This design comes from an exercise in tuning for small area, a short achievable clock period and few clock cycles on the open sky130 flow, not from production work.
Power and IR drop assume default switching activity.

==> flow/design.v <==
package dma_pkg;
    localparam int DATA_W     = 32;
    localparam int PADDR_W    = 32;
    localparam int WORD_AW    = 16;           
    localparam int BE_W       = DATA_W / 8;
    localparam int SIZE_W     = 16;
    localparam int FIFO_DEPTH = 4;
    localparam int FIFO_LVL_W = 3;            
    localparam int BANK_BIT   = 20;           
    localparam logic [PADDR_W-1:0] REG_SRC  = 32'h0000_0000;
    localparam logic [PADDR_W-1:0] REG_DST  = 32'h0000_0004;
    localparam logic [PADDR_W-1:0] REG_SIZE = 32'h0000_0008;
    localparam logic [PADDR_W-1:0] REG_MODE = 32'h0000_000c;
    localparam logic [PADDR_W-1:0] REG_INT  = 32'h0000_0010;
    localparam logic [BE_W-1:0] BE_ALL  = '1;
    localparam logic [BE_W-1:0] BE_NONE = '0;
    typedef union packed {
        logic [DATA_W-1:0] raw;
        struct packed {
            logic [DATA_W-BANK_BIT-2:0] unused_hi;     
            logic                       bank;
            logic [1:0]                 unused_lo;     
            logic [WORD_AW-1:0]         word;
            logic [1:0]                 offset;
        } f;
    } dma_addr_u;
endpackage
`timescale 1ns/10ps
module dma_top (
    input  logic                        CLK,
    input  logic                        RSTN,
    output logic                        INTR,
    input  logic                        PSEL,
    input  logic                        PENABLE,
    output logic                        PREADY,
    input  logic                        PWRITE,
    input  logic [dma_pkg::PADDR_W-1:0] PADDR,
    input  logic [dma_pkg::DATA_W-1:0]  PWDATA,
    output logic [dma_pkg::DATA_W-1:0]  PRDATA,
    output logic                        mem0_en,
    output logic [dma_pkg::BE_W-1:0]    mem0_we,
    output logic [dma_pkg::WORD_AW-1:0] mem0_addr,
    output logic [dma_pkg::DATA_W-1:0]  mem0_wdata,
    input  logic [dma_pkg::DATA_W-1:0]  mem0_rdata,
    output logic                        mem1_en,
    output logic [dma_pkg::BE_W-1:0]    mem1_we,
    output logic [dma_pkg::WORD_AW-1:0] mem1_addr,
    output logic [dma_pkg::DATA_W-1:0]  mem1_wdata,
    input  logic [dma_pkg::DATA_W-1:0]  mem1_rdata
);
    logic [31:0] src;
    logic [31:0] dst;
    logic [15:0] size;
    logic        busy;           
    logic        int_done;       
    logic        start_q;        
    logic        setup;
    logic        start;
    logic        wen_src, wen_dst, wen_size, wen_int;
    logic        last_wr;        
    assign PREADY = 1'b1;
    assign setup  = PSEL & ~PENABLE;
    logic armed;
    always_ff @(posedge CLK or negedge RSTN) begin
        if (!RSTN)
            armed <= 1'b0;
        else
            armed <= 1'b1;
    end
    logic [3:0] ws;
    logic [4:0] rs;
    logic [1:0] rsh;         
    logic       dec_src, dec_dst, dec_size, dec_mode, dec_int;
    logic       v_src, v_dst, v_size;
    assign dec_src  = PADDR == dma_pkg::REG_SRC;
    assign dec_dst  = PADDR == dma_pkg::REG_DST;
    assign dec_size = PADDR == dma_pkg::REG_SIZE;
    assign dec_mode = PADDR == dma_pkg::REG_MODE;
    assign dec_int  = PADDR == dma_pkg::REG_INT;
    always_ff @(posedge CLK) begin
        ws[0]   <= setup & PWRITE & dec_src;
        ws[1]   <= setup & PWRITE & dec_dst;
        ws[2]   <= setup & PWRITE & dec_size;
        ws[3]   <= setup & PWRITE & dec_int;
        rs[0]   <= setup & dec_src & v_src;
        rs[1]   <= setup & dec_dst & v_dst;
        rs[2]   <= setup & dec_size & v_size;
        rs[3]   <= setup & dec_mode;
        rs[4]   <= setup & dec_int;
        rsh[0]  <= setup & ~PWRITE & dec_src & v_src;
        rsh[1]  <= setup & ~PWRITE & dec_dst & v_dst;
        start_q <= n_start_q;
    end
    assign start    = start_q & armed & ~busy;
    assign wen_src  = ws[0] & armed & ~busy;
    assign wen_dst  = ws[1] & armed & ~busy;
    assign wen_size = ws[2] & armed & ~busy;
    assign wen_int  = ws[3] & armed & PWDATA[0];
    logic [31:0] src_q, dst_q;
    logic [15:0] size_q;
    always_ff @(posedge CLK) begin
        if (wen_src)  src_q  <= PWDATA;
        if (wen_dst)  dst_q  <= PWDATA;
        if (wen_size) size_q <= PWDATA[15:0];
    end
    assign src  = src_q & {32{v_src}};
    assign dst  = dst_q & {32{v_dst}};
    assign size = size_q & {16{v_size}};
    always_ff @(posedge CLK or negedge RSTN) begin
        if (!RSTN) begin
            v_src    <= 1'b0;
            v_dst    <= 1'b0;
            v_size   <= 1'b0;
            int_done <= 1'b0;
            INTR     <= 1'b0;
        end else begin
            if (wen_src)  v_src  <= 1'b1;
            if (wen_dst)  v_dst  <= 1'b1;
            if (wen_size) v_size <= 1'b1;
            if (wen_int)
                int_done <= 1'b0;
            INTR <= last_wr | (start & size == '0);
            if (last_wr | (start & size == '0))     
                int_done <= 1'b1;
        end
    end
    assign PRDATA = {({16{rsh[0]}} & src_q[31:16]) | ({16{rsh[1]}} & dst_q[31:16]),
                     ({16{rs[0]}} & src_q[15:0]) | ({16{rs[1]}} & dst_q[15:0])}
                  | {16'd0, {16{rs[2]}} & size_q}
                  | {31'd0, rs[3] & busy}
                  | {31'd0, rs[4] & int_done};
    logic        sb, db, same;   
    logic [1:0]  so, dof;
    logic        s;              
    logic [1:0]  c;              
    logic [1:0]  end_off;
    logic [3:0]  first_be, last_be;
    logic        one_word;       
    logic        one_word_q;
    assign sb       = src[dma_pkg::BANK_BIT];
    assign db       = dst[dma_pkg::BANK_BIT];
    assign same     = sb == db;
    assign so       = src[1:0];
    assign dof      = dst[1:0];
    assign s        = dof < so;
    assign c        = 2'((4'(dof) + 4'(size[1:0]) + 4'd3) >> 2);
    assign end_off  = dof + size[1:0];
    assign first_be = 4'hf << dof;
    assign last_be  = (end_off == 2'd0) ? 4'hf : ~(4'hf << end_off);
    assign one_word = (size[15:2] == 14'd0 && c == 2'd1) || (size[15:2] == 14'd1 && c == 2'd0);
    logic        reload;         
    logic        iss;            
    logic        rd_now;         
    logic        wr0, wr1, rd0, rd1;
    logic        infl;           
    logic        ready;          
    logic        skip;           
    logic        last;           
    logic [1:0]  d;              
    logic [3:0]  be;             
    logic        asel0, asel1;   
    logic        asel0h, asel1h;  
    logic [15:0] rd_addr;
    logic [15:0] wr_addr;
    logic [13:0] q;              
    logic [1:0]  ext;
    logic [31:0] W;              
    logic [23:0] C;              
    logic [31:0] rdata;
    logic        wr_now, rem2;
    logic        n_busy, n_ready, n_reload, n_skip, n_start_q, n_wr_now, n_rd;
    assign wr_now  = busy & ready;
    assign last_wr = wr_now & last;
    assign rem2 = (q == 14'd2 && ext == 2'd0) || (q == 14'd1 && ext == 2'd1)
               || (q == 14'd0 && ext == 2'd2);
    assign n_busy    = (busy & ~last_wr) | (start & size != '0);
    assign n_reload  = wen_src | wen_dst | last_wr;
    assign n_ready   = ~reload & ((infl & ~skip) | (ready & ~wr_now));
    assign n_skip    = reload ? s : (skip & ~infl);
    assign n_start_q = setup && PWRITE && PADDR == dma_pkg::REG_MODE && PWDATA == 32'd1;
    assign n_wr_now  = n_busy & n_ready;
    assign n_rd      = ~n_reload & ~(same & n_wr_now);
    assign rd_now    = rd0 | rd1;
    assign iss       = rd_now & ~reload & (busy | start_q | (~ready & ~(infl & ~skip)));
    assign rdata = sb ? mem0_rdata : mem1_rdata;
    logic [7:0] l0, l1, l2, l3;
    logic [31:0] w_nx;
    logic [23:0] c_nx;
    assign {l3, l2, l1, l0} = rdata;
    always_comb begin
        case (d)
            2'd0: w_nx = {l3, l2, l1, l0};
            2'd1: w_nx = {l2, l1, l0, C[7:0]};
            2'd2: w_nx = {l1, l0, C[15:0]};
            default: w_nx = {l0, C[23:0]};
        endcase
        c_nx[23:16] = l3;
        c_nx[15:8]  = (d == 2'd2) ? l3 : l2;
        case (d)
            2'd1: c_nx[7:0] = l3;
            2'd2: c_nx[7:0] = l2;
            default: c_nx[7:0] = l1;
        endcase
    end
    always_ff @(posedge CLK or negedge RSTN) begin
        if (!RSTN) begin
            busy   <= 1'b0;
            reload <= 1'b1;
        end else begin
            busy   <= n_busy;
            reload <= n_reload;
        end
    end
    always_ff @(posedge CLK) begin
        d          <= dof - so;
        one_word_q <= one_word;
        infl  <= iss;
        ready <= n_ready;
        skip  <= n_skip;
        asel0 <= db & (~sb | n_wr_now);
        asel1 <= ~db & (sb | n_wr_now);
        asel0h <= db & (~sb | n_wr_now | n_reload);
        asel1h <= ~db & (sb | n_wr_now | n_reload);
        if (infl) begin
            W <= w_nx;
            C <= c_nx;
        end
        rd_addr <= reload ? src[17:2] : rd_addr + 16'(iss);
        wr_addr <= start ? dst[17:2] : wr_addr + 16'(wr_now);
        q       <= start ? size[15:2] : q - 14'(wr_now & ext == 2'd0);
        if (start) begin
            ext     <= c;
            last    <= one_word_q;
            be      <= first_be & (one_word_q ? last_be : 4'hf);
        end else if (wr_now) begin
            if (ext != 2'd0)
                ext <= ext - 1'b1;
            last <= rem2;
            be   <= rem2 ? last_be : 4'hf;
        end
    end
    always_ff @(posedge CLK or negedge RSTN) begin
        if (!RSTN) begin
            wr0 <= 1'b0;
            wr1 <= 1'b0;
        end else begin
            wr0 <= db & n_wr_now;
            wr1 <= ~db & n_wr_now;
        end
    end
    always_ff @(posedge CLK) begin
        rd0 <= sb & n_rd;
        rd1 <= ~sb & n_rd;
    end
    assign mem0_en    = wr0 | rd0;
    assign mem1_en    = wr1 | rd1;
    assign mem0_we    = wr0 ? be : 4'd0;
    assign mem1_we    = wr1 ? be : 4'd0;
    assign mem0_addr  = {asel0h ? wr_addr[15:8] : rd_addr[15:8], asel0 ? wr_addr[7:0] : rd_addr[7:0]};
    assign mem1_addr  = {asel1h ? wr_addr[15:8] : rd_addr[15:8], asel1 ? wr_addr[7:0] : rd_addr[7:0]};
    assign mem0_wdata = W;
    assign mem1_wdata = W;
endmodule
Settings: LEC_CHECK=0, CAP_MARGIN=20, CORE_MARGIN=2, CORE_UTILIZATION=50, SETUP_SLACK_MARGIN=3.3, SLEW_MARGIN=20; clock period 6.0 ns.
standard.sh (not shown) runs the stock make flow with config.mk's settings and CLKGATE_MAP_FILE= SYNTH_SCRIPT=/design/flow/synth_recipe.tcl, a recipe that flattens the netlist after the stock synthesis.
==> flow/flow/run.sh <==
#!/bin/bash
# Standard ORFS layout (standard.sh) with changes to port buffers and CTS.
set -euo pipefail
export BUFFER_PORTS_ARGS="-buffer_cell sky130_fd_sc_hd__buf_1"
export CTS_ARGS="-sink_clustering_enable -repair_clock_nets -dont_use_dummy_load -buf_list {sky130_fd_sc_hd__clkbuf_8 sky130_fd_sc_hd__clkbuf_16} -sink_clustering_size 25 -sink_clustering_max_diameter 150"
bash standard.sh > standard_make.log 2>&1
Next try:
==> flow/flow/run.sh (replaced) <==
#!/bin/bash
# Standard ORFS layout (standard.sh) with two changes:
#  - port buffers use buf_1 instead of the default clkdlybuf4s50_1
#  - CTS builds the tree from clkbuf_4/clkbuf_8 and inserts no dummy loads
# Each tool's log stays under orfs/logs; make's own output goes to
# standard_make.log.
set -euo pipefail
export BUFFER_PORTS_ARGS="-buffer_cell sky130_fd_sc_hd__buf_1"
export CTS_ARGS="-repair_clock_nets -dont_use_dummy_load -buf_list {sky130_fd_sc_hd__clkbuf_4 sky130_fd_sc_hd__clkbuf_8}"
bash standard.sh > standard_make.log 2>&1
Outcome: Register-to-register slack is about the same; die area does not change; cell area decreases by 0.32%; utilization decreases by 0.19 points; power decreases by 4.9%; setup slack gets worse by 18 ps.
Next try:
==> flow/flow/run.sh (replaced) <==
#!/bin/bash
# Standard ORFS layout (standard.sh) with changes to port buffers and CTS.
set -euo pipefail
export BUFFER_PORTS_ARGS="-buffer_cell sky130_fd_sc_hd__buf_1"
export CTS_ARGS="-sink_clustering_enable -repair_clock_nets -dont_use_dummy_load -buf_list {sky130_fd_sc_hd__clkbuf_8 sky130_fd_sc_hd__clkbuf_16} -sink_clustering_size 25 -sink_clustering_max_diameter 150"
bash standard.sh > standard_make.log 2>&1
Settings changed: CORE_UTILIZATION 50 to 65.
Outcome:
- power went up by about 5%
- hold slack got worse by 4.0 ps
- die area is lower by 23%
- count of clock-buffer cells in the layout fell by 5
- cell area is lower by about 0.3%
Next try:
Settings changed: CORE_UTILIZATION 65 to 50, SETUP_SLACK_MARGIN 3.3 to 3.5.
=> Non-clock buffer count increases by 12; cell area increases by a few percent; routed wire length increases by a little under a tenth; power increases slightly; setup slack degrades by 45 ps; flip-flop and latch count stays the same; fmax decreases slightly; global-route usage decreases by 4.1 points; critical path depth stays the same; clock skew decreases by 11 ps; final cell count increases by a few percent.
Function was not checked in any run of this note: the RTL went through the layout flow alone.

-- afterwards: timing with drivers on the ports --
The flow's constraints put no driver on any port. The routed layouts listed below were extracted and timed again, unchanged, in two steps. Step 1 assumes that a clkbuf_16 drives the clock port and a buf_2 every other input. Step 2, shift: input delay + t, output delay - t, t = (earliest + latest rising clock arrival at the registers) / 2. This alone moves slack from input paths to output paths. Slacks: ideal / step 1 / step 2; pairs: ideal / step 1.
run	t (ns)	setup slack, ns	worst hold slack (ns)	latest minus earliest clock arrival (ns)
the first run	0.514	3.221 / 3.174 / 3.211	0.480 / 0.480 / 0.480	0.019 / 0.019
the second run	0.499	3.204 / 3.162 / 3.239	0.481 / 0.481 / 0.481	0.045 / 0.045
the third run	0.504	3.260 / 3.215 / 3.211	0.477 / 0.477 / 0.477	0.031 / 0.031
the fourth run	0.516	3.214 / 3.167 / 3.399	0.481 / 0.481 / 0.481	0.021 / 0.022
After both steps setup and hold are still met in every run listed. For the third run, which loses most, drivers alone change the setup slack by -0.045 ns; drivers and shift together by -0.049 ns.
